From an optimization exercise on the open Yosys and OpenROAD flow, aimed at small area; shortcuts taken in it are not production practice. At most, simulation tests tie the RTL to the original design; equivalence was not proved. For runs 4 and 5, only the layout was checked, not whether the RTL still works. Power and IR drop assume default switching activity.

==> flow/design.v <==
`default_nettype none
package ohlc_pkg;
  localparam int unsigned TIME_W  = 32;
  localparam int unsigned PRICE_W = 40;
  localparam int unsigned BW_W    = 17;
  localparam int unsigned END_W   = TIME_W + 1;
  localparam logic [BW_W-1:0] BIN_WIDTH_RESET = BW_W'(3600);
  localparam int unsigned     MAX_GAP_BARS_DEF = 16;
  localparam int unsigned APB_DATA_W = 32;
  localparam int unsigned APB_ADDR_W = 2;
endpackage
`default_nettype wire
`default_nettype none
import ohlc_pkg::*;
module ohlc_bar_aggregator_top (
  input  wire logic                  clk_i,
  input  wire logic                  rst_ni,
  input  wire logic                  trade_valid_i,
  output logic                       trade_ready_o,
  input  wire logic [TIME_W-1:0]     trade_time_i,
  input  wire logic [PRICE_W-1:0]    trade_price_i,
  input  wire logic                  trade_end_of_batch_i,
  output logic                       bar_valid_o,
  input  wire logic                  bar_ready_i,
  output logic [TIME_W-1:0]          bar_time_o,
  output logic [PRICE_W-1:0]         bar_open_o,
  output logic [PRICE_W-1:0]         bar_high_o,
  output logic [PRICE_W-1:0]         bar_low_o,
  output logic [PRICE_W-1:0]         bar_close_o,
  output logic [1:0]                 bar_kind_o,
  output logic                       bar_gaps_dropped_o,
  output logic                       bar_last_result_o,
  input  wire logic                  psel,
  input  wire logic                  penable,
  input  wire logic                  pwrite,
  input  wire logic [APB_ADDR_W-1:0] paddr,
  input  wire logic [APB_DATA_W-1:0] pwdata,
  output logic [APB_DATA_W-1:0]      prdata,
  output logic                       pready
);
  localparam logic [3:0] S_IDLE = 4'd0;    
  localparam logic [3:0] S_F1   = 4'd1;    
  localparam logic [3:0] S_F2   = 4'd2;    
  localparam logic [3:0] S_FB   = 4'd3;    
  localparam logic [3:0] S_DIV0 = 4'd4;    
  localparam logic [3:0] S_DIV  = 4'd5;    
  localparam logic [3:0] S_NB1  = 4'd6;    
  localparam logic [3:0] S_SET  = 4'd7;    
  localparam logic [3:0] S_GINC = 4'd8;    
  localparam logic [3:0] S_GAP  = 4'd9;    
  localparam logic [3:0] S_PST1 = 4'd10;   
  localparam logic [3:0] S_PST2 = 4'd11;   
  localparam logic [3:0] S_U1   = 4'd12;   
  localparam logic [3:0] S_U2   = 4'd13;   
  localparam logic [3:0] S_NB2  = 4'd14;   
  localparam int unsigned GAP_W = 5;
  logic [BW_W-1:0]    bw_q;
  logic [3:0]         st_q;
  logic [3:0]         st_d;
  logic               open_q;
  logic               drop_q;
  logic               filled_q;
  logic               eob_q;
  logic [4:0]         cnt_q;
  logic               nbit_q;
  logic [GAP_W-1:0]   gcnt_q;
  logic [BW_W-1:0]    rem_q;
  logic [END_W-1:0]   e_q;
  logic [TIME_W-1:0]  t_q;
  logic [PRICE_W-1:0] p_q;
  logic [PRICE_W-1:0] o_q;
  logic [PRICE_W-1:0] h_q;
  logic [PRICE_W-1:0] l_q;
  always_ff @(posedge clk_i or negedge rst_ni) begin
    if (!rst_ni) begin
      bw_q <= BIN_WIDTH_RESET;
    end else if (psel && penable && pwrite && (paddr == 2'd0)) begin
      bw_q <= pwdata[BW_W-1:0];
    end
  end
  assign pready = 1'b1;
  assign prdata = (paddr == 2'd0) ? APB_DATA_W'(bw_q) : '0;
  logic [BW_W-1:0]    w;
  wire                beyond;
  wire  [END_W-1:0]   n;
  logic [BW_W:0]      a;
  wire  [BW_W+1:0]    dsub;
  logic               fits;
  logic [BW_W-1:0]    rn;
  logic [BW_W-1:0]    s;
  logic [5:0]         q2;
  logic [GAP_W-1:0]   qn;
  logic [GAP_W:0]     g;
  logic               drop_c;
  logic [GAP_W-1:0]   shown;
  logic               sel_tw;
  logic [1:0]         ncf_q;   
  logic [1:0]         scf_q;   
  logic [1:0]         wt_q;    
  logic               ok;
  logic [TIME_W-1:0]  xop;
  logic [BW_W-1:0]    yop;
  wire  [END_W-1:0]   sum;
  logic               take_x;
  wire  [END_W:0]     nc;      
  wire  [BW_W+2:0]    dc;      
  wire  [END_W:0]     sc;      
  wire  [PRICE_W:0]   hc;      
  wire  [PRICE_W:0]   lc;      
  wire                p_gt_h;
  wire                p_lt_l;
  always_comb begin
    w      = (bw_q == '0) ? BW_W'(1) : bw_q;
    a      = (st_q == S_PST2) ? {1'b0, rem_q} : {rem_q, nbit_q};
    sel_tw = (st_q == S_F2) || (st_q == S_GINC) || (st_q == S_PST2);
    xop    = sel_tw ? t_q : trade_time_i;
  end
  always_comb begin
    fits   = !dsub[BW_W+1];
    rn     = fits ? dsub[BW_W-1:0] : a[BW_W-1:0];
    s      = ~dsub[BW_W-1:0];           
    q2     = {gcnt_q, fits};
    qn     = (q2 > 6'd17) ? GAP_W'(17) : q2[GAP_W-1:0];
    g      = {1'b0, gcnt_q} + {5'd0, !filled_q};
    drop_c = g > 6'd16;
    shown  = drop_c ? GAP_W'(16) : g[GAP_W-1:0];
    yop    = (st_q == S_PST2) ? s : (sel_tw ? w : '0);
    take_x = ((st_q == S_NB1) && bar_ready_i) || ((st_q == S_SET) && !filled_q);
  end
  wire [END_W-1:0] nx = {1'b0, trade_time_i};
  wire [END_W-1:0] ny = ~e_q;
  assign nc[0] = 1'b0;
  for (genvar i = 0; i < END_W; i++) begin : g_n
    wire c = (i == 11) ? ncf_q[0] : ((i == 22) ? ncf_q[1] : nc[i]);
    assign n[i]    = nx[i] ^ ny[i] ^ c;
    assign nc[i+1] = (nx[i] & ny[i]) | (nx[i] & c) | (ny[i] & c);
  end
  assign beyond = nc[END_W];
  wire [BW_W+1:0] dx = {1'b0, a};
  wire [BW_W+1:0] dy = {2'b11, ~w};
  assign dc[0] = 1'b1;
  for (genvar i = 0; i < BW_W + 2; i++) begin : g_d
    assign dsub[i]  = dx[i] ^ dy[i] ^ dc[i];
    assign dc[i+1]  = (dx[i] & dy[i]) | (dx[i] & dc[i]) | (dy[i] & dc[i]);
  end
  wire [END_W-1:0] sx = {1'b0, xop};
  wire [END_W-1:0] sy = {16'd0, yop};
  assign sc[0] = 1'b0;
  for (genvar i = 0; i < END_W; i++) begin : g_s
    wire c = (i == 11) ? (scf_q[0] & sel_tw) : ((i == 22) ? (scf_q[1] & sel_tw) : sc[i]);
    assign sum[i]   = sx[i] ^ sy[i] ^ c;
    assign sc[i+1]  = (sx[i] & sy[i]) | (sx[i] & c) | (sy[i] & c);
  end
  assign hc[0] = 1'b0;
  assign lc[0] = 1'b0;
  for (genvar i = 0; i < PRICE_W; i++) begin : g_c
    assign hc[i+1] = (p_q[i] & ~h_q[i]) | (p_q[i] & hc[i]) | (~h_q[i] & hc[i]);
    assign lc[i+1] = (l_q[i] & ~p_q[i]) | (l_q[i] & lc[i]) | (~p_q[i] & lc[i]);
  end
  assign p_gt_h = hc[PRICE_W];
  assign p_lt_l = lc[PRICE_W];
  assign ok = (wt_q == 2'd2);
  always_ff @(posedge clk_i) begin
    ncf_q <= {nc[22], nc[11]};
    scf_q <= {sc[22], sc[11]};
    if ((st_d != st_q) || ((st_q == S_IDLE) && !trade_valid_i)) wt_q <= 2'd0;
    else if (!ok) wt_q <= wt_q + 2'd1;
    nbit_q <= n[~cnt_q];
  end
  always_ff @(posedge clk_i or negedge rst_ni) begin
    if (!rst_ni) begin
      cnt_q <= '0;
    end else begin
      cnt_q <= cnt_q + 5'd1;
    end
  end
  always_comb begin
    st_d = st_q;
    case (st_q)
      S_IDLE: begin
        if (trade_valid_i && ok) begin
          if (!open_q)      st_d = S_F1;
          else if (!beyond) st_d = S_U1;
          else              st_d = S_DIV0;
        end
      end
      S_F1:   st_d = S_F2;
      S_F2:   if (ok) st_d = S_FB;
      S_FB:   if (bar_ready_i) st_d = S_IDLE;
      S_DIV0: if (cnt_q == 5'd0) st_d = S_DIV;
      S_DIV:  if (cnt_q == 5'd0) st_d = filled_q ? S_NB1 : S_SET;
      S_NB1:  if (bar_ready_i) st_d = S_SET;
      S_SET:  st_d = (shown != '0) ? S_GINC : S_PST1;
      S_GINC: if (ok) st_d = S_GAP;
      S_GAP:  if (bar_ready_i) st_d = (gcnt_q == GAP_W'(1)) ? S_PST1 : S_GINC;
      S_PST1: st_d = S_PST2;
      S_PST2: if (ok) st_d = S_U2;
      S_U1:   st_d = S_U2;
      S_U2:   st_d = eob_q ? S_NB2 : S_IDLE;
      S_NB2:  if (bar_ready_i) st_d = S_IDLE;
      default: st_d = S_IDLE;
    endcase
  end
  always_ff @(posedge clk_i or negedge rst_ni) begin
    if (!rst_ni) begin
      st_q   <= S_IDLE;
      open_q <= 1'b0;
      drop_q <= 1'b0;
    end else begin
      st_q <= st_d;
      if (st_q == S_F1) open_q <= !trade_end_of_batch_i;
      if ((st_q == S_NB2) && bar_ready_i) open_q <= 1'b0;
      if (((st_q == S_NB1) || (st_q == S_NB2)) && bar_ready_i) drop_q <= 1'b0;
      if (st_q == S_SET) drop_q <= drop_q | drop_c;
    end
  end
  always_ff @(posedge clk_i) begin
    if ((st_q == S_F2) || (st_q == S_SET)) filled_q <= 1'b0;
    if (st_q == S_U2) filled_q <= 1'b1;
    if ((st_q == S_U1) || take_x) eob_q <= trade_end_of_batch_i;
    if (st_q == S_DIV0) begin
      gcnt_q <= '0;
      rem_q  <= '0;
    end
    if (st_q == S_DIV) begin
      gcnt_q <= qn;
      rem_q  <= rn;
    end
    if (st_q == S_SET)  gcnt_q <= shown;
    if ((st_q == S_GAP) && bar_ready_i) gcnt_q <= gcnt_q - GAP_W'(1);
    if ((((st_q == S_F2) || (st_q == S_PST2)) && ok) || take_x) e_q <= sum;
    if ((st_q == S_F1) || ((st_q == S_GINC) && ok) || (st_q == S_U1)) t_q <= sum[TIME_W-1:0];
    if (st_q == S_PST1) t_q <= e_q[TIME_W-1:0];
    if ((st_q == S_F1) || (st_q == S_U1) || take_x) p_q <= trade_price_i;
    if ((st_q == S_F2) || take_x || ((st_q == S_U1) && !filled_q)) o_q <= p_q;
    if ((st_q == S_F2) || take_x ||
        ((st_q == S_U2) && (!filled_q || p_gt_h))) h_q <= p_q;
    if ((st_q == S_F2) || take_x ||
        ((st_q == S_U2) && (!filled_q || p_lt_l))) l_q <= p_q;
  end
  always_comb begin
    trade_ready_o      = (st_q == S_F1) || (st_q == S_U1) || take_x;
    bar_valid_o        = (st_q == S_FB) || (st_q == S_NB1) || (st_q == S_GAP) || (st_q == S_NB2);
    bar_kind_o         = (st_q == S_FB) ? 2'd0 : ((st_q == S_GAP) ? 2'd2 : 2'd1);
    bar_gaps_dropped_o = drop_q && (st_q != S_GAP);
    case (st_q)
      S_NB1:   bar_last_result_o = (gcnt_q == '0) && !trade_end_of_batch_i;
      S_GAP:   bar_last_result_o = (gcnt_q == GAP_W'(1)) && !eob_q;
      default: bar_last_result_o = 1'b1;
    endcase
    bar_time_o  = t_q;
    bar_open_o  = o_q;
    bar_high_o  = h_q;
    bar_low_o   = l_q;
    bar_close_o = (st_q == S_GAP) ? o_q : p_q;
  end
endmodule
`default_nettype wire
==> flow/flow/run.sh <==
#!/bin/bash
set -euo pipefail
export BUFFER_PORTS_ARGS="-buffer_cell sky130_fd_sc_hd__buf_1"
export CTS_ARGS="-sink_clustering_enable -repair_clock_nets -dont_use_dummy_load -buf_list {sky130_fd_sc_hd__clkbuf_4 sky130_fd_sc_hd__clkbuf_8} -sink_clustering_size 12 -sink_clustering_max_diameter 100"
bash standard.sh > standard.log 2>&1
==> flow/standard.sh <==
#!/bin/bash
# synth_recipe.tcl (not shown) runs the flow's synth.tcl, then flattens the netlist and writes it again
# the make line also repeats each setting of config.mk as NAME=value (left out here)
make -C /OpenROAD-flow-scripts/flow DESIGN_CONFIG=/design/flow/config.mk WORK_HOME=/design/flow/orfs CLKGATE_MAP_FILE= SYNTH_SCRIPT=/design/flow/synth_recipe.tcl "${@:-finish}"
==> flow/config.mk <==
export PLATFORM = sky130hd
export DESIGN_NAME = ohlc_bar_aggregator_top
export DESIGN_NICKNAME = ohlc_bar_aggregator_top
export VERILOG_FILES = /design/flow/design.v
export SDC_FILE = /design/flow/constraint.sdc
export NUM_CORES = 4
export LEC_CHECK = 0
export ABC_AREA = 1
export CAP_MARGIN = 20
export CORE_MARGIN = 2
export CORE_UTILIZATION = 40
export CTS_BUF_LIST = sky130_fd_sc_hd__clkbuf_4
export PLACE_DENSITY = 0.6
export SLEW_MARGIN = 20
==> flow/constraint.sdc <==
create_clock -name core_clock -period 10.0 [get_ports {clk_i}]
set_input_delay 2.0000 -clock core_clock [delete_from_list [all_inputs] [get_ports {clk_i}]]
set_output_delay 2.0000 -clock core_clock [all_outputs]
set_load 0.01 [all_outputs]
==> results of run 1 <==
-- power by group --
group / internal, mW / switching [mW] / total [mW]
clock: 0.240 / 0.374 / 0.613
sequential: 1.97 / 0.273 / 2.24
combinational: 0.884 / 1.47 / 2.36
-- what timing repair did --
action | in CTS | in global routing
setup endpoints to repair | 3 | 4
buffers inserted | 0 | 0
pin swaps | 1 | 12
resized for setup | 6 | 7
-- cells in the final DEF (no fill, tap or decap), types with 5 or more instances in the layout --
cell / netlist / final
nand2_1: 258 / 255
dfxtp_1: 8 / 8
o22ai_1: 52 / 48
fa_2: 0 / 17
bufinv_8: 6 / 6
buf_1: 2 / 313
buf_4: 16 / 31
o21ai_0: 105 / 104
nor2_1: 117 / 115
conb_1: 2 / 16
xor2_1: 6 / 6
o311ai_0: 5 / 5
nand4_1: 5 / 5
fa_1: 62 / 45
inv_2: 53 / 53
dfrtp_1: 24 / 24
edfxtp_1: 248 / 248
clkbuf_8: 0 / 27
a21oi_1: 40 / 40
a22o_1: 33 / 33
nand3_1: 21 / 20
inv_1: 174 / 174
o21ai_1: 9 / 9
mux2_2: 30 / 30
ha_1: 27 / 27
-- worst register-to-register path, delay by kind of cell, from the launching register on --
family                   cells  cell delay (ns)
AO/OA/AOI/OAI                3             0.29
flip-flops                   1             0.39
adder cells (fa/ha/maj)     23             7.87
AND/OR/NAND/NOR              3             0.49
buffers and inverters        5             0.34
-- worst paths after layout --
kind                                      start                    to  slack [ns]  cells after the start
setup / recovery            bw_q[3]$_DFFE_PN0P_     t_q[21]$_DFFE_PP_        0.38                     34
hold / removal             wt_q[0]$_SDFFE_PP0N_  wt_q[0]$_SDFFE_PP0N_        0.46                      2
setup reg to reg            bw_q[3]$_DFFE_PN0P_     t_q[21]$_DFFE_PP_        0.38                     34
hold reg to reg            wt_q[0]$_SDFFE_PP0N_  wt_q[0]$_SDFFE_PP0N_        0.46                      2
max in group asynchronous                rst_ni   bw_q[4]$_DFFE_PN1P_        8.21                      2
min in group asynchronous                rst_ni    cnt_q[2]$_DFF_PN0_        1.41                      2
-- layer usage --
layer | global-route usage, % | wire length [um] | vias to the layer above
met4 | 4.29 | 753 | 0
li1 | - | - | 5263
met5 | 0 | 0 | -
met2 | 33.0 | 17800 | 397
met1 | 25.3 | 16300 | 5146
met3 | 3.27 | 2660 | 50
-- logic make-up (layout without fill, tap and decap cells) --
| logic type | count (synthesis) | in the layout | synth area share, % |
|---|---|---|---|
| DFF | 284 | 284 | 56.3 |
| xor gates and xnor gates | 8 | 8 | 0.475 |
| AOI/OAI and AO/OA | 266 | 266 | 10.9 |
| buffers and inverters | 291 | 608 | 8.36 |
| muxes | 32 | 32 | 2.42 |
| and+or+nand+nor | 410 | 410 | 10.8 |
| adders and majority gates | 89 | 89 | 10.7 |
| other | 2 | 17 | 0.0509 |
-- cell usage after synthesis, types with 6 or more instances --
cell type and instances:
inv_1 174, clkbuf_1 38, dfrtp_1 24, o22ai_1 52, buf_4 16, bufinv_8 6, o21ai_1 9, mux2_2 30
nor2_1 117, dfxtp_1 8, edfxtp_1 248, inv_2 53, o21ai_0 105, ha_1 27, fa_1 62, xor2_1 6
a22o_1 33, nand3_1 21, a21oi_1 40, nand2_1 258
-- state kept, by name, summed over array words and instances (netlist names), 5 cells and up --
register,flops
rem_q,17
gcnt_q,5
o_q,40
bw_q,17
t_q,32
h_q,40
cnt_q,5
p_q,40
l_q,40
e_q,33
-- area by class of cell --
type,count,area [um2],area share (%)
inverters,235,965,5.66
repair buffers,346,1430,8.38
well taps,468,586,3.43
diodes,1,2.50,0.0147
clock buffers,27,372,2.18
multi-input cells,821,5390,31.6
flip-flops and latches,284,8310,48.7
-- per-stage QoR --
stage | power [mW] | cell area [um2] | hold slack (ns)
floorplan | 3.77 | 14900 | 0.430
global placement | 4.57 | 16600 | 0.440
detailed placement | 4.64 | 16600 | 0.457
CTS | 5.27 | 17000 | 0.468
global route | 5.63 | 17100 | 0.503
finish | 5.21 | 17100 | 0.464
==> flow_summary.ini, run 1 <==
[run_status]
status = no timing/DRC/antenna violations

[cells_and_area]
final_util_pct = 46.7
final_layout_size_suffix_gt1_share_pct = 11.0
nets = 1918
stdcell_count = 2182
fillers = 3492
area_growth_pct = 15.5

[place]
hpwl_mm = 27.8
port_buffers = 313
dp_cells = 2154
post-place-ws_ns = -0.279
routabilityCongestion = 0.847

[clocking]
cts.clk_slew.worst_paths_ns = 0.08
cts_tree = yes
insertion_delay_ns = 0.59
clockBufferDepth = 3
cts_made_buffers = 27
clock-sinks = 284
h-tree-depth = 1
cts_root_buf = clkbuf_8
hold_buffers = 0

[route]
drtAntennaViolNets = 0
wl_per_cell_um = 17.2
avgViaCountPerCell = 4.98
finalWirelength_mm = 37.5
num_vias = 10900
drtIter0Drc = 718
drtPass1Iterations = 5
drc_errors = 0

[global_route]
grt_max_degree = 85
antenna_found_initial = 1
grt.overflow.total = 0
grt_usage_pct = 19.1
grt_pass1_wl_mm = 58.2
grt_pass1_vias = 10800

[critical_path]
cp_top_family = adder cells
end_kind = register
cp_max_fo = 2
worstSetupPathType = register to register
cp.arrival_ns = 9.95
critPathSlowestCell = fa_2
crit_top_cell = fa_2
crit_path_start_kind = register
max_stage_delay_ns = 0.59
critPathRequiredTime_ns = 10.33
crit_buf_inv = 5

[job]
cap_violations = 0

[floorplanning]
die_x_um = 196
ios = 345
die_y_um = 196
core_area_um2 = 36500
fp-row-count = 70
start_util_pct = 40.4
dieArea_um2 = 38500

[sta]
relSlewSlack_pct = 31.6
drv_slew = 0
setup_ws_ns = 0.383
skew_ns = 0.0467
hold_violations = 0
fmax_mhz = 104
fin_crit_sh_pct = 96.2
setup_violations = 0
period_minus_slack_ns = 9.62
tightest_slew_ns = 1.02
tns_ns = 0

[worst_hold_path]
hp-class = register to register

[synth]
syn_inst = 1382
async_flop_share_pct = 9.86
synth_top_area_share_pct = 50.4
ys_seq_area_share_pct = 56.3
syn_avg_cell_area_um2 = 10.7
synth_edf_count = 248
ys_types = 43
synth_top_area_cell = edfxtp_1
ys_ff_latch = 284
synth_top_flop_cell = edfxtp_1
synth_area_um2 = 14800
synthTopCellsByArea = edfxtp_1 (50%), fa_1 (8.4%), nand2_1 (6.6%), inv_1 (4.4%), dfrtp_1 (4.1%)
yosysWarningCount = 1

[power_and_ir_drop]
p_leak_nw = 6.85
powerDensity_nw_per_um2 = 306
peakVddDrop_mv = 0.169
==> run 2, diff against run 1 <==
--- a/flow/config.mk
+++ b/flow/config.mk
@@ -8,7 +8,7 @@
 export ABC_AREA = 1
 export CAP_MARGIN = 20
 export CORE_MARGIN = 2
-export CORE_UTILIZATION = 40
+export CORE_UTILIZATION = 65
 export CTS_BUF_LIST = sky130_fd_sc_hd__clkbuf_4
-export PLACE_DENSITY = 0.6
+export PLACE_DENSITY = 0.8
 export SLEW_MARGIN = 20
==> run 2 against run 1 <==
  * Still clean on timing, DRC and antenna
  * Combinational power barely moved
  * Worst setup slack got worse by 0.10 ns
  * Wire length is 3.9% lower
  * Sequential power is essentially flat
  * Count of clock-buffer cells in the layout unchanged
  * Via count increased by 3.7%
  * Clock skew decreased by 0.0085 ns
  * First-iteration DRC count rose by 64%
  * Global-route usage grew 11 points
  * Sequential share of layout area grew 0.57 points
  * Non-clock buffer count rose by 3
  * Core utilization increased by 28 points
  * Largest power group unchanged
==> flow_summary.ini, run 2 <==
[run_status]
status = no timing/DRC/antenna violations

[synth]
synth_most_common_cell = nand2_1
async_flop_share_pct = 9.86
ys_ff_latch = 284
synth-compound-area-share_pct = 10.9
synth_common_cells = nand2_1 (258), edfxtp_1 (248), inv_1 (174)
synthTopCellsByArea = edfxtp_1 (50%), fa_1 (8.4%), nand2_1 (6.6%), inv_1 (4.4%), dfrtp_1 (4.1%)
synthAdderAreaFrac_pct = 10.7
synth_top_area_share_pct = 50.4
synthXorXnorAreaFrac_pct = 0.474
synthMuxAreaShare_pct = 2.42
yosysWarningCount = 1
ys_seq_area_share_pct = 56.3
synth_top_family_by_area = compound AO/OA/AOI/OAI gates
synth_edf_count = 248
ys_types = 43
synthSimpleGateAreaFrac_pct = 10.8
synth_top_area_cell = edfxtp_1
synth_top_flop_cell = edfxtp_1
synth_area_um2 = 14800
syn_avg_cell_area_um2 = 10.7
syn_inst = 1382

[route]
drtPass1Iterations = 5
drtAntennaViolNets = 0
drtIter0Drc = 1177
num_vias = 11300
finalWirelength_mm = 36.1
avgViaCountPerCell = 5.61
wl_per_cell_um = 18.0
drc_errors = 0

[sta]
fin_crit_sh_pct = 97.2
holdWs_ns = 0.479
fmax_mhz = 103
tightest_slew_ns = 1.06
hold_violations = 0
setup_violations = 0
skew_ns = 0.0381
drv_slew = 0
tns_ns = 0
setup_ws_ns = 0.281
period_minus_slack_ns = 9.72
relSlewSlack_pct = 29.2

[power_and_ir_drop]
p_clk_share_pct = 11.6
switching_share_pct = 40.7
powerDensity_nw_per_um2 = 310
peakVddDrop_mv = 0.226
total_power_mw = 5.23
p_leak_nw = 6.87
power.internal_mw = 3.10
comb_power_share_pct = 45.5
pwr-share-seq_pct = 42.8
switchingPower_mw = 2.13

[job]
cap_violations = 0

[clocking]
clockBufferDepth = 3
cts.clk_slew.worst_paths_ns = 0.09
cts_made_buffers = 27
cts_root_buf = clkbuf_8
clock-sinks = 284
insertion_delay_ns = 0.59
h-tree-depth = 1
cts_tree = yes
hold_buffers = 0

[place]
post-place-ws_ns = -0.268
placed_area_um2 = 16400
port_buffers = 313
hpwl_mm = 26.5
routabilityCongestion = 0.921

[cells_and_area]
final_cell_mix = buf_1 (313), nand2_1 (255), edfxtp_1 (248), inv_1 (174), nor2_1 (115)
final_layout_size_suffix_gt1_share_pct = 11.2
postLayoutCellArea_um2 = 16900
fillers = 1610
area_growth_pct = 14.2
ff_latch_area_um2 = 8310
multiInputGateArea_um2 = 5390
layout_commonest_cell = buf_1
nets = 1921

[critical_path]
cp_max_fo = 2
critPathSlowestCell = fa_2
worstSetupPathType = register to register
r2r_start = st_q[2]$_DFF_PN0_
max_stage_delay_ns = 0.58
crit_top_cell = fa_2
crit_buf_inv = 4
r2r_end = t_q[21]$_DFFE_PP_
timing.reg2reg.setup_slack_ns = 0.28
critPathRequiredTime_ns = 10.30
crit_path_start_kind = register
end_kind = register
cp.arrival_ns = 10.02
cp_top_family = adder cells
reg2reg_depth = 33

[worst_hold_path]
whs_endpoint = wt_q[0]$_SDFFE_PP0N_
whs_path_depth = 2
hold_path.startpoint = wt_q[0]$_SDFFE_PP0N_
hp-class = register to register

[global_route]
grt.overflow.total = 0
grt_use_met3_pct = 4.29
grt_max_degree = 69
antenna_found_initial = 4
gr-usage-met1_pct = 37.9
grt_pass1_vias = 11000
top_usage_layer = met2
grt_pass1_wl_mm = 56.8
grt_use_met2_pct = 53.5
grt_usage_pct = 30.2

[floorplanning]
fp-row-count = 55
ios = 345
start_util_pct = 65.6
die_x_um = 155
dieArea_um2 = 23900
core_area_um2 = 22500
die_y_um = 155
run 2: worst max path at each step:
stage | to | cells after the start | from | slack [ns]
after CTS | t_q[21]$_DFFE_PP_ | 33 | st_q[2]$_DFF_PN0_ | 0.007
final | t_q[21]$_DFFE_PP_ | 33 | st_q[2]$_DFF_PN0_ | 0.28
after floorplan | t_q[21]$_DFFE_PP_ | 34 | st_q[2]$_DFF_PN0_ | 0.05
after detailed placement | t_q[21]$_DFFE_PP_ | 33 | st_q[2]$_DFF_PN0_ | -0.27
after global placement | t_q[21]$_DFFE_PP_ | 34 | bw_q[2]$_DFFE_PN0P_ | -0.06
after global routing | t_q[21]$_DFFE_PP_ | 33 | st_q[2]$_DFF_PN0_ | -0.06
run 2: cell families after synthesis:
kind of cell,count (synthesis)
multiplexers,32
AND/OR/NAND/NOR,410
other,2
AO/OA/AOI/OAI,266
XOR/XNOR,8
adder cells (fa/ha/maj),89
flip-flops,284
buffers and inverters,291
run 2: final cells by class:
cell class              count  share of cell area [%]
well taps                 285                    2.12
multi-input cells         821                    32.0
repair buffers            349                    8.59
inverters                 235                    5.72
diodes                      5                  0.0742
clock buffers              27                    2.20
flip-flops and latches    284                    49.3
run 2: metrics by stage:
stage	instances	util, %
2_1_floorplan	1396	-
3_3_place_gp	1970	72.8
3_5_place_dp	1971	72.8
4_1_cts	1999	74.7
5_1_grt	2005	74.9
6_report	2006	74.9
run 2: power by group through the flow:
stage                     Sequential [mW]  Combinational (mW)  Clock (mW)
after detailed placement             2.26                2.34           0
after global placement               2.23                2.24           0
after global routing                 2.28                2.66       0.656
after floorplan                      2.34                1.44           0
final                                2.24                2.38       0.609
after CTS                            2.23                2.37       0.617
run 2: timing repair:
action | in CTS | in global routing
setup endpoints to repair | 4 | 4
gates resized for setup | 10 | 6
pin swaps | 2 | 10
setup buffers | 1 | 2
run 2: tightest hold or removal path, delay by kind of cell (launching register included):
kind	cells	cell delay, ns
simple gates	1	0.06
flops	1	0.32
compound gates	1	0.06
run 2: layer usage:
metal  routed length (um)  vias up
li1                     -     5279
met1                13700     5337
met2                18300      553
met3                 2710       87
met4                 1370        0
met5                    0        -
==> run 3, diff against run 2 <==
--- a/flow/config.mk
+++ b/flow/config.mk
@@ -6,9 +6,9 @@
 export NUM_CORES = 4
 export LEC_CHECK = 0
 export ABC_AREA = 1
-export CAP_MARGIN = 20
+export CAP_MARGIN = 0
 export CORE_MARGIN = 2
-export CORE_UTILIZATION = 65
+export CORE_UTILIZATION = 40
 export CTS_BUF_LIST = sky130_fd_sc_hd__clkbuf_4
-export PLACE_DENSITY = 0.8
-export SLEW_MARGIN = 20
+export PLACE_DENSITY = 0.6
+export SLEW_MARGIN = 0
==> run 3 against run 2 <==
  * Worst hold slack got worse by 0.016 ns
  * Power fell by 0.49%
  * Cell count rose by 8.8%
  * Global-route usage fell by 11 points
  * Sequential share of layout area fell by 0.53 points
  * Core utilization fell by 28 points
  * Critical path depth rose by 1
  * Clock power barely moved
  * Count of clock-buffer cells in the layout did not move
  * Synthesized cell count did not move
==> flow_summary.ini, run 3 <==
[synth]
synth_top_flop_cell = edfxtp_1
synthSimpleGateAreaFrac_pct = 10.8
yosysWarningCount = 1
synth_top_area_cell = edfxtp_1
synthXorXnorAreaFrac_pct = 0.474
synth_top_family_by_area = compound AO/OA/AOI/OAI gates
synthTopCellsByArea = edfxtp_1 (50%), fa_1 (8.4%), nand2_1 (6.6%), inv_1 (4.4%), dfrtp_1 (4.1%)
ys_types = 43
async_flop_share_pct = 9.86
ys_ff_latch = 284
syn_inst = 1382
synth_area_um2 = 14800
synthAdderAreaFrac_pct = 10.7
synth_common_cells = nand2_1 (258), edfxtp_1 (248), inv_1 (174)
synthMuxAreaShare_pct = 2.42
synth_most_common_cell = nand2_1
ys_seq_area_share_pct = 56.3
synth_top_area_share_pct = 50.4
syn_avg_cell_area_um2 = 10.7
synth-compound-area-share_pct = 10.9
synth_edf_count = 248

[route]
wl_per_cell_um = 17.2
drc_errors = 0
drtIter0Drc = 752
drtPass1Iterations = 5
finalWirelength_mm = 37.5
drtAntennaViolNets = 0
num_vias = 10900
avgViaCountPerCell = 4.99

[place]
hpwl_mm = 27.8
routabilityCongestion = 0.847
port_buffers = 313
placed_area_um2 = 16600

[power_and_ir_drop]
pwr-share-seq_pct = 43.2
p_clk_share_pct = 11.7
comb_power_share_pct = 45.1
powerDensity_nw_per_um2 = 305
p_leak_nw = 6.85
switchingPower_mw = 2.11
peakVddDrop_mv = 0.170
total_power_mw = 5.21
switching_share_pct = 40.6
power.internal_mw = 3.09

[clocking]
clockBufferDepth = 3
h-tree-depth = 1
insertion_delay_ns = 0.59
cts_tree = yes
postCtsSetupBuffers = 0
hold_buffers = 0
cts_made_buffers = 27
cts.clk_slew.worst_paths_ns = 0.09
clock-sinks = 284
cts_root_buf = clkbuf_8

[floorplanning]
fp-row-count = 70
core_area_um2 = 36500
die_x_um = 196
die_y_um = 196
ios = 345
start_util_pct = 40.4
dieArea_um2 = 38500

[critical_path]
cp_max_fo = 2
r2r_start = bw_q[3]$_DFFE_PN0P_
cp.arrival_ns = 9.93
timing.reg2reg.setup_slack_ns = 0.40
critPathSlowestCell = fa_2
reg2reg_depth = 34
end_kind = register
critPathRequiredTime_ns = 10.33
worstSetupPathType = register to register
max_stage_delay_ns = 0.59
crit_path_start_kind = register
crit_top_cell = fa_2
r2r_end = t_q[21]$_DFFE_PP_

[sta]
setup_violations = 0
fin_crit_sh_pct = 96.0
skew_ns = 0.0380
hold_violations = 0
tns_ns = 0
relSlewSlack_pct = 22.9
drv_slew = 0
period_minus_slack_ns = 9.60
tightest_slew_ns = 1.15
fmax_mhz = 104

[global_route]
grt_usage_pct = 19.0
grt.overflow.total = 0
antenna_found_initial = 1
grt_pass1_wl_mm = 57.9
grt_max_degree = 85
grt_pass1_vias = 10700

[cells_and_area]
final_cell_mix = buf_1 (313), nand2_1 (255), edfxtp_1 (248), inv_1 (174), nor2_1 (115)
fillers = 3512
final_layout_size_suffix_gt1_share_pct = 10.9
area_growth_pct = 15.4
nets = 1917
layout_commonest_cell = buf_1
postLayoutCellArea_um2 = 17000

[worst_hold_path]
whs_endpoint = wt_q[0]$_SDFFE_PP0N_
hp-class = register to register
whs_path_depth = 2
hold_path.startpoint = wt_q[0]$_SDFFE_PP0N_

[run_status]
status = no timing/DRC/antenna violations

[job]
cap_violations = 0
## run 3: cell type report
cell class / count / area [um2] / share of cell area, %
multi-input cells: 821 / 5390 / 31.6
flip-flops and latches: 284 / 8310 / 48.8
repair buffers: 345 / 1420 / 8.32
clock buffers: 27 / 372 / 2.18
well taps: 468 / 586 / 3.44
diodes: 2 / 5.00 / 0.0294
inverters: 235 / 965 / 5.66
## run 3: worst max-delay path: cells and delay by family, from the launching register on
kind / cells / cell delay, ns
fa+ha+maj: 23 / 7.91
simple gates: 3 / 0.48
flops: 1 / 0.39
buf+inv: 5 / 0.33
compound gates: 3 / 0.28
## run 3: kinds of logic (layout without fill, tap and decap cells)
family,after synthesis,after routing
buffers and inverters,291,607
xor gates and xnor gates,8,8
muxes,32,32
AOI/OAI and AO/OA,266,266
DFF,284,284
adders and majority gates,89,89
and+or+nand+nor,410,410
other,2,18
## run 3: worst max-delay path by stage
stage	to	cells after the start	from	slack (ns)
2_1_floorplan	t_q[21]$_DFFE_PP_	34	st_q[2]$_DFF_PN0_	0.05
3_3_place_gp	t_q[21]$_DFFE_PP_	34	bw_q[2]$_DFFE_PN0P_	-0.25
3_5_place_dp	t_q[21]$_DFFE_PP_	34	bw_q[2]$_DFFE_PN0P_	-0.26
4_1_cts	t_q[21]$_DFFE_PP_	34	bw_q[3]$_DFFE_PN0P_	0.002
5_1_grt	t_q[21]$_DFFE_PP_	34	bw_q[3]$_DFFE_PN0P_	-0.005
6_report	t_q[21]$_DFFE_PP_	34	bw_q[3]$_DFFE_PN0P_	0.40
## run 3: timing repair
| action | 4_1_cts | 5_1_grt |
|---|---|---|
| setup endpoints to repair | 3 | 4 |
| gates resized for setup | 5 | 8 |
| pin swaps | 2 | 10 |
## run 3: stage by stage
step / hold WS, ns / setup slack (ns) / util (%) / std cells
CTS: 0.468 / 0.00209 / 46.6 / 2180
detailed placement: 0.457 / -0.262 / 45.5 / 2153
global placement: 0.440 / -0.251 / 45.5 / 2153
global route: 0.503 / -0.00523 / 46.7 / 2181
floorplan: 0.430 / 0.0477 / - / 1396
finish: 0.463 / 0.397 / 46.7 / 2182
## run 3: routing by layer
metal / track usage [%] / vias up / wire length (um) / share of wire, %
li1: - / 5263 / - / -
met1: 25.3 / 5180 / 16200 / 43
met2: 32.5 / 399 / 17800 / 47
met3: 3.16 / 49 / 2760 / 7.4
met4: 4.35 / 0 / 752 / 2.0
met5: 0 / - / 0 / 0
## run 3: power groups by stage
stage	clock network, mW	logic (mW)	registers [mW]
after floorplan	0	1.44	2.34
after global placement	0	2.32	2.26
after detailed placement	0	2.37	2.27
after CTS	0.638	2.38	2.24
after global routing	0.679	2.65	2.29
final	0.610	2.35	2.25
==> run 4, diff against run 3 <==
--- a/flow/design.v
+++ b/flow/design.v
@@ -82,7 +82,6 @@
   assign prdata = (paddr == 2'd0) ? APB_DATA_W'(bw_q) : '0;
   logic [BW_W-1:0]    w;
   wire                beyond;
-  wire  [END_W-1:0]   n;
   logic [BW_W:0]      a;
   wire  [BW_W+1:0]    dsub;
   logic               fits;
@@ -94,15 +93,15 @@
   logic               drop_c;
   logic [GAP_W-1:0]   shown;
   logic               sel_tw;
-  logic [1:0]         ncf_q;   
+  logic               cmp;     
+  logic               use_cf;
   logic [1:0]         scf_q;   
   logic [1:0]         wt_q;    
   logic               ok;
   logic [TIME_W-1:0]  xop;
-  logic [BW_W-1:0]    yop;
+  logic [END_W-1:0]   yop;
   wire  [END_W-1:0]   sum;
   logic               take_x;
-  wire  [END_W:0]     nc;      
   wire  [BW_W+2:0]    dc;      
   wire  [END_W:0]     sc;      
   wire  [PRICE_W:0]   hc;      
@@ -114,6 +113,8 @@
     a      = (st_q == S_PST2) ? {1'b0, rem_q} : {rem_q, nbit_q};
     sel_tw = (st_q == S_F2) || (st_q == S_GINC) || (st_q == S_PST2);
     xop    = sel_tw ? t_q : trade_time_i;
+    cmp    = (st_q == S_IDLE) || (st_q == S_DIV0) || (st_q == S_DIV);
+    use_cf = sel_tw || cmp;
   end
   always_comb begin
     fits   = !dsub[BW_W+1];
@@ -124,18 +125,9 @@
     g      = {1'b0, gcnt_q} + {5'd0, !filled_q};
     drop_c = g > 6'd16;
     shown  = drop_c ? GAP_W'(16) : g[GAP_W-1:0];
-    yop    = (st_q == S_PST2) ? s : (sel_tw ? w : '0);
+    yop    = (st_q == S_PST2) ? END_W'(s) : (sel_tw ? END_W'(w) : (cmp ? ~e_q : '0));
     take_x = ((st_q == S_NB1) && bar_ready_i) || ((st_q == S_SET) && !filled_q);
   end
-  wire [END_W-1:0] nx = {1'b0, trade_time_i};
-  wire [END_W-1:0] ny = ~e_q;
-  assign nc[0] = 1'b0;
-  for (genvar i = 0; i < END_W; i++) begin : g_n
-    wire c = (i == 11) ? ncf_q[0] : ((i == 22) ? ncf_q[1] : nc[i]);
-    assign n[i]    = nx[i] ^ ny[i] ^ c;
-    assign nc[i+1] = (nx[i] & ny[i]) | (nx[i] & c) | (ny[i] & c);
-  end
-  assign beyond = nc[END_W];
   wire [BW_W+1:0] dx = {1'b0, a};
   wire [BW_W+1:0] dy = {2'b11, ~w};
   assign dc[0] = 1'b1;
@@ -144,13 +136,14 @@
     assign dc[i+1]  = (dx[i] & dy[i]) | (dx[i] & dc[i]) | (dy[i] & dc[i]);
   end
   wire [END_W-1:0] sx = {1'b0, xop};
-  wire [END_W-1:0] sy = {16'd0, yop};
+  wire [END_W-1:0] sy = yop;
   assign sc[0] = 1'b0;
   for (genvar i = 0; i < END_W; i++) begin : g_s
-    wire c = (i == 11) ? (scf_q[0] & sel_tw) : ((i == 22) ? (scf_q[1] & sel_tw) : sc[i]);
+    wire c = (i == 11) ? (scf_q[0] & use_cf) : ((i == 22) ? (scf_q[1] & use_cf) : sc[i]);
     assign sum[i]   = sx[i] ^ sy[i] ^ c;
     assign sc[i+1]  = (sx[i] & sy[i]) | (sx[i] & c) | (sy[i] & c);
   end
+  assign beyond = sc[END_W];
   assign hc[0] = 1'b0;
   assign lc[0] = 1'b0;
   for (genvar i = 0; i < PRICE_W; i++) begin : g_c
@@ -161,11 +154,10 @@
   assign p_lt_l = lc[PRICE_W];
   assign ok = (wt_q == 2'd2);
   always_ff @(posedge clk_i) begin
-    ncf_q <= {nc[22], nc[11]};
     scf_q <= {sc[22], sc[11]};
     if ((st_d != st_q) || ((st_q == S_IDLE) && !trade_valid_i)) wt_q <= 2'd0;
     else if (!ok) wt_q <= wt_q + 2'd1;
-    nbit_q <= n[~cnt_q];
+    nbit_q <= sum[~cnt_q];
   end
   always_ff @(posedge clk_i or negedge rst_ni) begin
     if (!rst_ni) begin
==> run 4 against run 3 <==
  * Now fails the layout checks on setup timing
  * Clock power increased by 2%
  * Combinational power increased by 43%
  * Power increased by 21%
  * Sequential power increased by 4%
  * Synthesized cell count increased by 5.2%
  * Wire length increased by 4.9%
  * Maximum frequency decreased by 6.6%
  * First-iteration DRC count increased by 8.5%
  * Largest power group unchanged
==> flow_summary.ini, run 4 <==
[cells_and_area]
final_cell_mix = nand2_1 (423), buf_1 (313), edfxtp_1 (248), inv_1 (146), o21ai_0 (98)
multiInputGateArea_um2 = 5200
area_growth_pct = 16.3
nets = 1959
diodes = 0
final_layout_size_suffix_gt1_share_pct = 9.86
layout_commonest_cell = nand2_1
fillers = 3416
ff_latch_area_um2 = 8270

[floorplanning]
dieArea_um2 = 37500
start_util_pct = 40.6
ios = 345
core_area_um2 = 35500
die_x_um = 194
fp-row-count = 69
die_y_um = 194

[global_route]
grt_usage_pct = 20.2
grt_pass1_vias = 10700
grt_max_degree = 88
grt_pass1_wl_mm = 60.5
antenna_found_initial = 0
grt.overflow.total = 0

[worst_hold_path]
hold_path.startpoint = wt_q[0]$_SDFFE_PP0N_
hp-class = register to register
whs_path_depth = 2
whs_endpoint = wt_q[0]$_SDFFE_PP0N_

[clocking]
cts.clk_slew.worst_paths_ns = 0.09
cts_made_buffers = 27
hold_buffers = 0
cts_tree = yes
clock-sinks = 282
cts_root_buf = clkbuf_8
h-tree-depth = 1
insertion_delay_ns = 0.60
clockBufferDepth = 3

[critical_path]
timing.reg2reg.setup_slack_ns = -0.28
worstSetupPathType = register to register
crit_buf_inv = 3
reg2reg_depth = 36
max_stage_delay_ns = 0.59
cp_top_family = adder cells
r2r_start = bw_q[0]$_DFFE_PN0P_
cp_max_fo = 2
critPathRequiredTime_ns = 10.50
end_kind = register
crit_path_start_kind = register
cp.arrival_ns = 10.78
crit_top_cell = fa_2
critPathSlowestCell = fa_2
r2r_end = nbit_q$_DFF_P_

[synth]
synth_top_area_cell = edfxtp_1
yosysWarningCount = 1
synthTopCellsByArea = edfxtp_1 (52%), nand2_1 (11%), fa_1 (6.5%), dfrtp_1 (4.2%), inv_1 (3.9%)
synth_common_cells = nand2_1 (426), edfxtp_1 (248), inv_1 (149)
synth_top_area_share_pct = 51.7
ys_ff_latch = 282
synth_most_common_cell = nand2_1
synth_edf_count = 248
synth_top_flop_cell = edfxtp_1
syn_inst = 1454
ys_types = 43
synth_area_um2 = 14400
async_flop_share_pct = 9.93
syn_avg_cell_area_um2 = 9.90
ys_seq_area_share_pct = 57.4

[place]
port_buffers = 313
hpwl_mm = 28.4
post-place-ws_ns = -0.441
routabilityCongestion = 0.892

[route]
finalWirelength_mm = 39.3
num_vias = 11100
drtAntennaViolNets = 0
top_layer_used = met4
routedLengthMet1_mm = 17.8
wl_met2_mm = 18.4
drc_errors = 0
drtPass1Iterations = 5
drtIter0Drc = 816
wl_met3_mm = 2.23
wl_per_cell_um = 17.5
avgViaCountPerCell = 4.96

[sta]
drv_slew = 0
skew_ns = 0.0553
setup_violations = 2
rsz0062_at_grt = yes
fmax_mhz = 97.3
tightest_slew_ns = 1.14
hold_violations = 0
relSlewSlack_pct = 23.5
setup_ws_ns = -0.280
period_minus_slack_ns = 10.28
fin_crit_sh_pct = 103

[power_and_ir_drop]
powerDensity_nw_per_um2 = 376
total_power_mw = 6.31
peakVddDrop_mv = 0.183
p_leak_nw = 6.75

[job]
cap_violations = 0

[run_status]
status = failed layout checks
layout.failed_checks = setup timing
==> run 4: cell types whose count changed after synthesis, moves of 15 or more <==
cell	previous run	this run
fa_1	62	47
ha_1	27	11
inv_1	174	149
mux2_2	30	0
nand2_1	258	426
nor2_1	117	101
==> run 4: area by class of cell <==
class	instances	area share, %
flip-flops and latches	282	49.4
multi-input cells	918	31.0
repair buffers	353	8.83
inverters	205	5.09
well taps	461	3.44
clock buffers	27	2.22
==> run 4: power breakdown <==
group          switching, mW  internal [mW]  total [mW]
combinational           2.14           1.21        3.35
clock                  0.383          0.240       0.622
sequential             0.262           2.07        2.33
total                   2.78           3.52        6.31
==> run 4: worst register-to-register path: cells and delay by family, from the launching register on <==
family                     cells  cell delay (ns)
buffers and inverters          3             0.14
AOI/OAI and AO/OA              5             0.53
adders and majority gates     23             8.45
DFF                            1             0.40
and+or+nand+nor                5             0.70
==> run 4: per-stage QoR <==
| step | instance area (um2) | std cells | util [%] | setup TNS, ns | hold slack (ns) |
|---|---|---|---|---|---|
| after CTS | 16700 | 2245 | 47.1 | -0.620 | 0.472 |
| after floorplan | 14500 | 1468 | - | -0.132 | 0.441 |
| after global routing | 16800 | 2246 | 47.2 | -1.18 | 0.497 |
| final | 16800 | 2246 | 47.2 | -0.365 | 0.469 |
| after global placement | 16300 | 2216 | 45.9 | -0.689 | 0.449 |
| after detailed placement | 16300 | 2216 | 45.9 | -0.887 | 0.460 |
==> run 4: logic make-up (layout without fill, tap and decap cells) <==
kind of cell	Yosys count	count (layout)	share of synthesized area (%)
simple gates	563	563	15.1
other cells	2	16	0.0521
compound gates	268	268	11.1
fa+ha+maj	58	58	7.49
xor+xnor	10	10	0.608
mux	3	3	0.209
buf+inv	268	585	7.98
flops	282	282	57.4
==> run 4: per-layer routing <==
metal / up-vias / global-route usage (%)
li1: 5455 / -
met1: 5313 / 28.9
met2: 323 / 32.9
met3: 58 / 2.70
met4: 0 / 4.72
met5: - / 0
==> run 4: worst max-delay path by stage <==
| stage | to | from | cells after the start |
|---|---|---|---|
| 4_1_cts | nbit_q$_DFF_P_ | bw_q[1]$_DFFE_PN0P_ | 36 |
| 2_1_floorplan | nbit_q$_DFF_P_ | st_q[3]$_DFF_PN0_ | 39 |
| 3_3_place_gp | nbit_q$_DFF_P_ | bw_q[0]$_DFFE_PN0P_ | 36 |
| 5_1_grt | nbit_q$_DFF_P_ | bw_q[15]$_DFFE_PN0P_ | 36 |
| 6_report | nbit_q$_DFF_P_ | bw_q[0]$_DFFE_PN0P_ | 36 |
| 3_5_place_dp | nbit_q$_DFF_P_ | bw_q[0]$_DFFE_PN0P_ | 36 |
==> run 4: what timing repair did <==
item | in CTS | in global routing
endpoints found under the setup margin | 3 | 5
gates resized for setup | 10 | 9
setup buffers | 2 | 4
pin swaps | 9 | 7
==> run 5, diff against run 4 <==
--- a/flow/design.v
+++ b/flow/design.v
@@ -95,7 +95,7 @@
   logic               sel_tw;
   logic               cmp;     
   logic               use_cf;
-  logic [1:0]         scf_q;   
+  logic [2:0]         scf_q;   
   logic [1:0]         wt_q;    
   logic               ok;
   logic [TIME_W-1:0]  xop;
@@ -139,7 +139,9 @@
   wire [END_W-1:0] sy = yop;
   assign sc[0] = 1'b0;
   for (genvar i = 0; i < END_W; i++) begin : g_s
-    wire c = (i == 11) ? (scf_q[0] & use_cf) : ((i == 22) ? (scf_q[1] & use_cf) : sc[i]);
+    wire c = (i == 11) ? (scf_q[0] & use_cf) :
+             (i == 17) ? (scf_q[1] & use_cf) :
+             (i == 25) ? (scf_q[2] & use_cf) : sc[i];
     assign sum[i]   = sx[i] ^ sy[i] ^ c;
     assign sc[i+1]  = (sx[i] & sy[i]) | (sx[i] & c) | (sy[i] & c);
   end
@@ -152,9 +154,9 @@
   end
   assign p_gt_h = hc[PRICE_W];
   assign p_lt_l = lc[PRICE_W];
-  assign ok = (wt_q == 2'd2);
+  assign ok = (wt_q == 2'd3);
   always_ff @(posedge clk_i) begin
-    scf_q <= {sc[22], sc[11]};
+    scf_q <= {sc[25], sc[17], sc[11]};
     if ((st_d != st_q) || ((st_q == S_IDLE) && !trade_valid_i)) wt_q <= 2'd0;
     else if (!ok) wt_q <= wt_q + 2'd1;
     nbit_q <= sum[~cnt_q];
==> run 5 against run 4 <==
  * Now clean on timing, DRC and antenna
  * Non-clock buffer count rose by 15
  * Worst hold slack improved by 0.0023 ns
  * Die area up 0.44%
  * Clock skew up 0.013 ns
  * Largest power group unchanged
==> flow_summary.ini, run 5 <==
[sta]
skew_ns = 0.0681
tightest_slew_ns = 1.13
rsz0062_at_grt = no
period_minus_slack_ns = 9.56
fin_crit_sh_pct = 95.6
hold_violations = 0
holdWs_ns = 0.471
setup_violations = 0
fmax_mhz = 105
drv_slew = 0
tns_ns = 0
setup_ws_ns = 0.438
relSlewSlack_pct = 24.5

[floorplanning]
core_area_um2 = 35600
dieArea_um2 = 37700
ios = 345
die_x_um = 194
die_y_um = 194
fp-row-count = 69
start_util_pct = 40.7

[synth]
async_flop_share_pct = 9.89
synth_common_cells = nand2_1 (335), edfxtp_1 (248), inv_1 (146)
synthTopCellsByArea = edfxtp_1 (51%), nand2_1 (8.7%), fa_1 (6.5%), dfrtp_1 (4.2%), o21ai_0 (4.0%)
synth_most_common_cell = nand2_1
synth_area_um2 = 14500
ys_types = 44
synth_edf_count = 248
synth_top_area_cell = edfxtp_1
ys_ff_latch = 283
synth_top_area_share_pct = 51.5
yosysWarningCount = 1
syn_avg_cell_area_um2 = 10.2
synth_top_flop_cell = edfxtp_1
syn_inst = 1415
ys_seq_area_share_pct = 57.3

[route]
drc_errors = 0
drtIter0Drc = 898
num_vias = 11200
drtPass1Iterations = 5
avgViaCountPerCell = 5.01
drtAntennaViolNets = 0
finalWirelength_mm = 38.6
wl_per_cell_um = 17.3

[place]
placed_area_um2 = 16500
hpwl_mm = 28.3
post-place-ws_ns = -0.638
dp_cells = 2197
routabilityCongestion = 0.885
port_buffers = 313

[clocking]
insertion_delay_ns = 0.60
cts_tree = yes
clock-sinks = 283
cts_root_buf = clkbuf_8
cts_made_buffers = 27
cts.clk_slew.worst_paths_ns = 0.09
h-tree-depth = 1
clockBufferDepth = 3
hold_buffers = 0

[critical_path]
end_kind = register
critPathSlowestCell = fa_2
max_stage_delay_ns = 0.60
cp_max_fo = 2
cp.arrival_ns = 10.03
worstSetupPathType = register to register
cp_top_family = adder cells
crit_path_start_kind = register
critPathRequiredTime_ns = 10.47
crit_buf_inv = 2
crit_top_cell = fa_2

[cells_and_area]
final_layout_size_suffix_gt1_share_pct = 12.1
final_util_pct = 47.5
final_cell_mix = nand2_1 (333), buf_1 (312), edfxtp_1 (248), inv_1 (146), o21ai_0 (111)
nets = 1938
postLayoutCellArea_um2 = 16900
area_growth_pct = 16.9
layout_commonest_cell = nand2_1
stdcell_count = 2227

[global_route]
grt_max_degree = 88
grt_use_met2_pct = 32.3
grt_use_met3_pct = 3.70
grt_usage_pct = 19.7
grt_pass1_vias = 10800
top_usage_layer = met2
grt.overflow.total = 0
gr-usage-met1_pct = 26.6
grt_pass1_wl_mm = 59.4
antenna_found_initial = 2

[job]
cap_violations = 0

[power_and_ir_drop]
total_power_mw = 6.08
p_leak_nw = 6.74
powerDensity_nw_per_um2 = 359
peakVddDrop_mv = 0.171

[run_status]
status = no timing/DRC/antenna violations

[worst_hold_path]
hp-class = register to register
## run 5: logic make-up after synthesis
logic type | count (synthesis) | share of synthesized area, %
AND/OR/NAND/NOR | 482 | 12.9
XOR/XNOR | 6 | 0.363
buffers and inverters | 274 | 8.10
other | 2 | 0.0519
multiplexers | 33 | 2.53
flip-flops | 283 | 57.3
AO/OA/AOI/OAI | 277 | 11.3
adder cells (fa/ha/maj) | 58 | 7.46
## run 5: routing by layer
| layer | part of all wire, % | wire, um | vias to the layer above |
|---|---|---|---|
| met3 | 6.5 | 2520 | 72 |
| met1 | 43 | 16600 | 5323 |
| met5 | 0 | 0 | - |
| met2 | 48 | 18300 | 370 |
| met4 | 3.0 | 1140 | 0 |
| li1 | - | - | 5403 |
## run 5: worst paths after layout
kind	startpoint	slack, ns	endpoint	depth (start not counted)
max in group asynchronous	rst_ni	7.92	bw_q[5]$_DFFE_PN0P_	1
min in group asynchronous	rst_ni	1.50	open_q$_DFFE_PN0P_	1
worst max-delay path	bw_q[13]$_DFFE_PN0P_	0.44	nbit_q$_DFF_P_	29
worst min register to register	wt_q[1]$_SDFFE_PP0N_	0.47	wt_q[1]$_SDFFE_PP0N_	2
worst min-delay path	wt_q[1]$_SDFFE_PP0N_	0.47	wt_q[1]$_SDFFE_PP0N_	2
worst max register to register	bw_q[13]$_DFFE_PN0P_	0.44	nbit_q$_DFF_P_	29
## run 5: where the power goes
part	switching, mW	internal (mW)	total [mW]
Combinational	1.98	1.18	3.16
Clock	0.385	0.240	0.625
Sequential	0.259	2.03	2.29
Total	2.63	3.45	6.08
## run 5: timing repair
item,4_1_cts,5_1_grt
pin swaps,4,5
endpoints found under the setup margin,4,2
setup buffers,1,0
hold endpoints to repair,0,0
resized for setup,19,7
## run 5: worst register-to-register path: cells and delay by family, from the launching register on
family | cells | cell delay [ns]
adders and majority gates | 18 | 7.54
AOI/OAI and AO/OA | 6 | 0.90
and+or+nand+nor | 3 | 0.51
DFF | 1 | 0.40
buffers and inverters | 2 | 0.13
## run 5: area by class of cell
| cell class | count | area (um2) |
|---|---|---|
| diodes | 2 | 5.00 |
| repair buffers | 368 | 1590 |
| well taps | 461 | 577 |
| multi-input cells | 872 | 5190 |
| flip-flops and latches | 283 | 8290 |
| clock buffers | 27 | 372 |
| fillers | 3378 | 18700 |
| inverters | 214 | 886 |
==> run 6, diff against run 5 <==
--- a/flow/design.v
+++ b/flow/design.v
@@ -110,7 +110,7 @@
   wire                p_lt_l;
   always_comb begin
     w      = (bw_q == '0) ? BW_W'(1) : bw_q;
-    a      = (st_q == S_PST2) ? {1'b0, rem_q} : {rem_q, nbit_q};
+    a      = (st_q == S_PST1) ? {1'b0, rem_q} : {rem_q, nbit_q};
     sel_tw = (st_q == S_F2) || (st_q == S_GINC) || (st_q == S_PST2);
     xop    = sel_tw ? t_q : trade_time_i;
     cmp    = (st_q == S_IDLE) || (st_q == S_DIV0) || (st_q == S_DIV);
@@ -125,7 +125,7 @@
     g      = {1'b0, gcnt_q} + {5'd0, !filled_q};
     drop_c = g > 6'd16;
     shown  = drop_c ? GAP_W'(16) : g[GAP_W-1:0];
-    yop    = (st_q == S_PST2) ? END_W'(s) : (sel_tw ? END_W'(w) : (cmp ? ~e_q : '0));
+    yop    = (st_q == S_PST2) ? END_W'(rem_q) : (sel_tw ? END_W'(w) : (cmp ? ~e_q : '0));
     take_x = ((st_q == S_NB1) && bar_ready_i) || ((st_q == S_SET) && !filled_q);
   end
   wire [BW_W+1:0] dx = {1'b0, a};
@@ -224,7 +224,10 @@
     if ((st_q == S_GAP) && bar_ready_i) gcnt_q <= gcnt_q - GAP_W'(1);
     if ((((st_q == S_F2) || (st_q == S_PST2)) && ok) || take_x) e_q <= sum;
     if ((st_q == S_F1) || ((st_q == S_GINC) && ok) || (st_q == S_U1)) t_q <= sum[TIME_W-1:0];
-    if (st_q == S_PST1) t_q <= e_q[TIME_W-1:0];
+    if (st_q == S_PST1) begin
+      t_q   <= e_q[TIME_W-1:0];
+      rem_q <= s;
+    end
     if ((st_q == S_F1) || (st_q == S_U1) || take_x) p_q <= trade_price_i;
     if ((st_q == S_F2) || take_x || ((st_q == S_U1) && !filled_q)) o_q <= p_q;
     if ((st_q == S_F2) || take_x ||
--- a/flow/config.mk
+++ b/flow/config.mk
@@ -8,7 +8,7 @@
 export ABC_AREA = 1
 export CAP_MARGIN = 0
 export CORE_MARGIN = 2
-export CORE_UTILIZATION = 40
+export CORE_UTILIZATION = 38
 export CTS_BUF_LIST = sky130_fd_sc_hd__clkbuf_4
 export PLACE_DENSITY = 0.6
 export SLEW_MARGIN = 0
==> run 6 against run 5 <==
  * Cell count increased by 1.8%
  * Worst hold slack better by 0.00080 ns
  * First-iteration DRC count decreased by 26%
  * Clock power about the same
  * Critical endpoint is now rem_q[16]$_DFFE_PP_
==> flow_summary.ini, run 6 <==
[run_status]
status = no timing/DRC/antenna violations

[sta]
setup_violations = 0
period_minus_slack_ns = 9.61
rsz0062_at_grt = no
relSlewSlack_pct = 34.2
setup_ws_ns = 0.387
tightest_slew_ns = 0.986
fmax_mhz = 104
skew_ns = 0.0319
tns_ns = 0
hold_violations = 0
fin_crit_sh_pct = 96.1
holdWs_ns = 0.472
drv_slew = 0

[job]
cap_violations = 0

[clocking]
insertion_delay_ns = 0.60
h-tree-depth = 1
hold_buffers = 0
cts_made_buffers = 27
clock-sinks = 283
cts_tree = yes
cts.clk_slew.worst_paths_ns = 0.09
cts_root_buf = clkbuf_8
clockBufferDepth = 3

[global_route]
antenna_found_initial = 1
grt_usage_pct = 20.5
grt_pass1_vias = 11000
grt.overflow.total = 0
grt_max_degree = 87
grt_pass1_wl_mm = 62.2

[power_and_ir_drop]
pwr-share-seq_pct = 37.0
p_clk_share_pct = 9.8
peakVddDrop_mv = 0.179
switching_share_pct = 45.6
switchingPower_mw = 2.91
total_power_mw = 6.39
power.internal_mw = 3.47
comb_power_share_pct = 53.2
p_leak_nw = 6.53
powerDensity_nw_per_um2 = 385

[place]
port_buffers = 313
routabilityCongestion = 0.917
hpwl_mm = 29.6
post-place-ws_ns = 0.421

[worst_hold_path]
hp-class = register to register

[critical_path]
end_kind = register
cp_max_fo = 13
worstSetupStartpoint = st_q[0]$_DFF_PN0_
critPathSlowestCell = fa_1
r2r_end = rem_q[16]$_DFFE_PP_
crit_buf_inv = 4
r2r_start = st_q[0]$_DFF_PN0_
cp_top_family = adder cells
reg2reg_depth = 27
worstSetupPathType = register to register
max_stage_delay_ns = 0.48
cp-endpoint = rem_q[16]$_DFFE_PP_
crit_cells = 27
crit_top_cell = fa_1
critPathRequiredTime_ns = 10.34
cp.arrival_ns = 9.96
timing.reg2reg.setup_slack_ns = 0.39
crit_path_start_kind = register

[floorplanning]
start_util_pct = 38.6
core_area_um2 = 37600
ios = 345
dieArea_um2 = 39700
die_y_um = 199
die_x_um = 199
fp-row-count = 71

[synth]
ys_ff_latch = 283
synth_area_um2 = 14500
syn_avg_cell_area_um2 = 9.91
synth_edf_count = 248
async_flop_share_pct = 9.89
yosysWarningCount = 1
ys_types = 40
ys_seq_area_share_pct = 57.2
synth_top_area_cell = edfxtp_1
synth_top_flop_cell = edfxtp_1
syn_inst = 1463
synthTopCellsByArea = edfxtp_1 (51%), nand2_1 (10%), fa_1 (6.5%), dfrtp_1 (4.1%), inv_1 (3.3%)
synth_common_cells = nand2_1 (385), edfxtp_1 (248), inv_1 (128)
synth_top_area_share_pct = 51.4
synth_most_common_cell = nand2_1

[cells_and_area]
layout_commonest_cell = nand2_1
nets = 1930
final_util_pct = 44.1
final_layout_size_suffix_gt1_share_pct = 8.26
final_cell_mix = nand2_1 (382), buf_1 (313), edfxtp_1 (248), inv_1 (128), nor2_1 (106)
ff_latch_area_um2 = 8290
area_growth_pct = 14.3
fillers = 3739
multiInputGateArea_um2 = 5120
diodes = 0

[route]
avgViaCountPerCell = 4.96
wl_per_cell_um = 18.1
routedLengthMet1_mm = 16.8
wl_met3_mm = 3.94
drtAntennaViolNets = 0
wl_met2_mm = 19.4
drc_errors = 0
num_vias = 11200
drtIter0Drc = 668
drtPass1Iterations = 5
top_layer_used = met5
finalWirelength_mm = 41.0
## run 6: worst min-delay path by stage
stage,startpoint,end,slack (ns),cells after the start
2_1_floorplan,wt_q[1]$_SDFFE_PP0N_,wt_q[1]$_SDFFE_PP0N_,0.44,2
3_3_place_gp,wt_q[1]$_SDFFE_PP0N_,wt_q[1]$_SDFFE_PP0N_,0.45,2
3_5_place_dp,wt_q[1]$_SDFFE_PP0N_,wt_q[1]$_SDFFE_PP0N_,0.46,2
4_1_cts,wt_q[1]$_SDFFE_PP0N_,wt_q[1]$_SDFFE_PP0N_,0.48,2
5_1_grt,wt_q[1]$_SDFFE_PP0N_,wt_q[1]$_SDFFE_PP0N_,0.52,2
6_report,wt_q[1]$_SDFFE_PP0N_,wt_q[1]$_SDFFE_PP0N_,0.47,2
## run 6: layer usage
metal	vias to the layer above	global-route usage, %
li1	5434	-
met1	5358	25.4
met2	384	34.9
met3	55	6.23
met4	2	4.95
met5	-	0
## run 6: power groups by stage
| stage | logic [mW] | clock network, mW | registers, mW |
|---|---|---|---|
| after floorplan | 2.18 | 0 | 2.43 |
| after global placement | 3.35 | 0 | 2.37 |
| after detailed placement | 3.41 | 0 | 2.38 |
| after CTS | 3.43 | 0.651 | 2.36 |
| after global routing | 3.87 | 0.678 | 2.41 |
| final | 3.40 | 0.625 | 2.36 |
## run 6: final cells by class
| type | instances | area share [%] |
|---|---|---|
| Sequential cell | 283 | 50.1 |
| Inverter | 215 | 4.87 |
| Timing Repair Buffer | 332 | 8.03 |
| Clock buffer | 27 | 2.24 |
| Tap cell | 511 | 3.86 |
| Multi-Input combinational cell | 899 | 30.9 |
## run 6: logic make-up (layout without fill, tap and decap cells)
family	after synthesis	after routing	share of synthesized area (%)
adder cells (fa/ha/maj)	58	58	7.44
AO/OA/AOI/OAI	277	277	11.9
flip-flops	283	283	57.2
other	2	16	0.0518
AND/OR/NAND/NOR	530	530	14.2
multiplexers	10	10	0.691
XOR/XNOR	8	8	0.483
buffers and inverters	295	574	8.05
## run 6: through the flow
stage | instances | cell area (um2)
2_1_floorplan | 1477 | 14500
3_3_place_gp | 2239 | 16200
3_5_place_dp | 2239 | 16200
4_1_cts | 2266 | 16600
5_1_grt | 2267 | 16600
6_report | 2267 | 16600
## run 6: timing repair
action / in CTS / in global routing
setup buffers: 0 / 1
resized for setup: 0 / 0
endpoints found under the setup margin: 0 / 2
## run 6: worst reg2reg max path: cells and delay by family (launching register included)
| kind | cells | cell delay, ns |
|---|---|---|
| fa+ha+maj | 17 | 7.67 |
| simple gates | 3 | 0.45 |
| flops | 1 | 0.43 |
| buf+inv | 4 | 0.41 |
| compound gates | 3 | 0.40 |
==> run 7, diff against run 6 <==
--- a/flow/config.mk
+++ b/flow/config.mk
@@ -8,7 +8,7 @@
 export ABC_AREA = 1
 export CAP_MARGIN = 0
 export CORE_MARGIN = 2
-export CORE_UTILIZATION = 38
+export CORE_UTILIZATION = 55
 export CTS_BUF_LIST = sky130_fd_sc_hd__clkbuf_4
-export PLACE_DENSITY = 0.6
+export PLACE_DENSITY = 0.7
 export SLEW_MARGIN = 0
==> run 7 against run 6 <==
  * Clock skew decreased by 0.0029 ns
  * Count of clock-buffer cells in the layout unchanged
  * Largest power group unchanged
  * Critical path depth rose by 2
  * Sequential cell count is the same
  * Still clean on timing, DRC and antenna
  * Core utilization grew 19 points
==> flow_summary.ini, run 7 <==
[sta]
drv_slew = 0
period_minus_slack_ns = 9.61
tns_ns = 0
setup_violations = 0
fin_crit_sh_pct = 96.1

[synth]
synthMuxAreaShare_pct = 0.691
synth_common_cells = nand2_1 (385), edfxtp_1 (248), inv_1 (128)
synthAdderAreaFrac_pct = 7.44
synth-compound-area-share_pct = 11.9
async_flop_share_pct = 9.89
synthSimpleGateAreaFrac_pct = 14.2
syn_avg_cell_area_um2 = 9.91
synth_top_flop_cell = edfxtp_1
yosysWarningCount = 1

[power_and_ir_drop]
switchingPower_mw = 2.90
switching_share_pct = 45.6
pwr-share-seq_pct = 37.1
comb_power_share_pct = 53.2

[global_route]
grt_pass1_wl_mm = 60.1
grt_pass1_vias = 11000
antenna_found_initial = 0
grt.overflow.total = 0

[cells_and_area]
layout_commonest_cell = nand2_1
postLayoutCellArea_um2 = 16300
final_cell_mix = nand2_1 (382), buf_1 (312), edfxtp_1 (248), inv_1 (128), nor2_1 (107)
area_growth_pct = 12.6
final_layout_size_suffix_gt1_share_pct = 8.11

[critical_path]
cp.arrival_ns = 9.93
max_stage_delay_ns = 0.48
crit_path_start_kind = register
cp_max_fo = 11
critPathRequiredTime_ns = 10.32
crit_top_cell = fa_1
end_kind = register
worstSetupPathType = register to register

[place]
routabilityCongestion = 0.893
port_buffers = 313
hpwl_mm = 27.4

[route]
finalWirelength_mm = 38.6
drtPass1Iterations = 5
drtIter0Drc = 957
avgViaCountPerCell = 5.43

[floorplanning]
die_y_um = 166
die_x_um = 166

[clocking]
insertion_delay_ns = 0.58
cts.clk_slew.worst_paths_ns = 0.10
cts_root_buf = clkbuf_8
clockBufferDepth = 3

[run_status]
status = no timing/DRC/antenna violations
[run 7: cell types whose count changed in the layout (fill, tap and decap cells not counted), sizes merged]
cell / delta
buf: -6
bufinv: +1
clkbuf: +1
clkinv: +1
inv: -1
[run 7: path summary, 6_finish.rpt]
check	from	end	slack (ns)	cells past startpoint
setup / recovery	st_q[3]$_DFF_PN0_	rem_q[2]$_DFFE_PP_	0.39	29
setup reg to reg	st_q[3]$_DFF_PN0_	rem_q[2]$_DFFE_PP_	0.39	29
hold reg to reg	wt_q[1]$_SDFFE_PP0N_	wt_q[1]$_SDFFE_PP0N_	0.47	2
max in group asynchronous	rst_ni	st_q[2]$_DFF_PN0_	7.89	1
hold / removal	wt_q[1]$_SDFFE_PP0N_	wt_q[1]$_SDFFE_PP0N_	0.47	2
min in group asynchronous	rst_ni	cnt_q[1]$_DFF_PN0_	1.54	1
[run 7: cell type report]
class / instances / area, um2
fill: 2214 / 9670
multi-input combinational: 899 / 5120
tap: 335 / 419
sequential: 283 / 8290
inverter: 215 / 821
clock buffer: 27 / 372
timing repair buffer: 327 / 1280
timing repair inverter: 1 / 5.00
[run 7: through the flow]
stage	hold WS (ns)	utilization [%]	power [mW]	instances
floorplan	0.440	-	4.62	1477
global placement	0.447	61.3	5.64	2059
detailed placement	0.457	61.3	5.73	2059
CTS	0.471	62.7	6.36	2086
global route	0.530	62.8	6.91	2087
finish	0.472	62.8	6.37	2087
[run 7: critical path: cells and delay by family, from the launching register on]
family | cells | cell delay (ns)
buffers and inverters | 5 | 0.72
AND/OR/NAND/NOR | 4 | 0.24
flip-flops | 1 | 0.45
adder cells (fa/ha/maj) | 17 | 7.58
AO/OA/AOI/OAI | 3 | 0.39
[run 7: per-layer routing]
| metal | wire (um) | up-vias | GRT usage [%] | part of all wire (%) |
|---|---|---|---|---|
| li1 | - | 5429 | - | - |
| met1 | 15300 | 5272 | 36.0 | 40 |
| met2 | 18200 | 558 | 45.1 | 47 |
| met3 | 3800 | 79 | 7.32 | 9.8 |
| met4 | 1300 | 0 | 9.03 | 3.4 |
| met5 | 0 | - | 0 | 0 |
[run 7: logic make-up (layout without fill, tap and decap cells)]
kind of cell    Yosys count  in the layout
flops                   283            283
xor+xnor                  8              8
fa+ha+maj                58             58
other cells               2             16
mux                      10             10
compound gates          277            277
buf+inv                 295            570
simple gates            530            530
[run 7: power groups by stage]
stage / sequential, mW / clock [mW] / combinational (mW)
floorplan: 2.43 / 0 / 2.18
global placement: 2.36 / 0 / 3.28
detailed placement: 2.37 / 0 / 3.35
CTS: 2.36 / 0.631 / 3.38
global route: 2.41 / 0.669 / 3.83
finish: 2.36 / 0.620 / 3.39

Re-timed with assumed drivers on the ports (clkbuf_16 on the clock, buf_2 on other inputs), run 7 has 0.393 ns of setup slack against 0.393 ns with ideal ports, and 0.393 ns once port delays also move by the mid clock arrival of 0.609 ns.
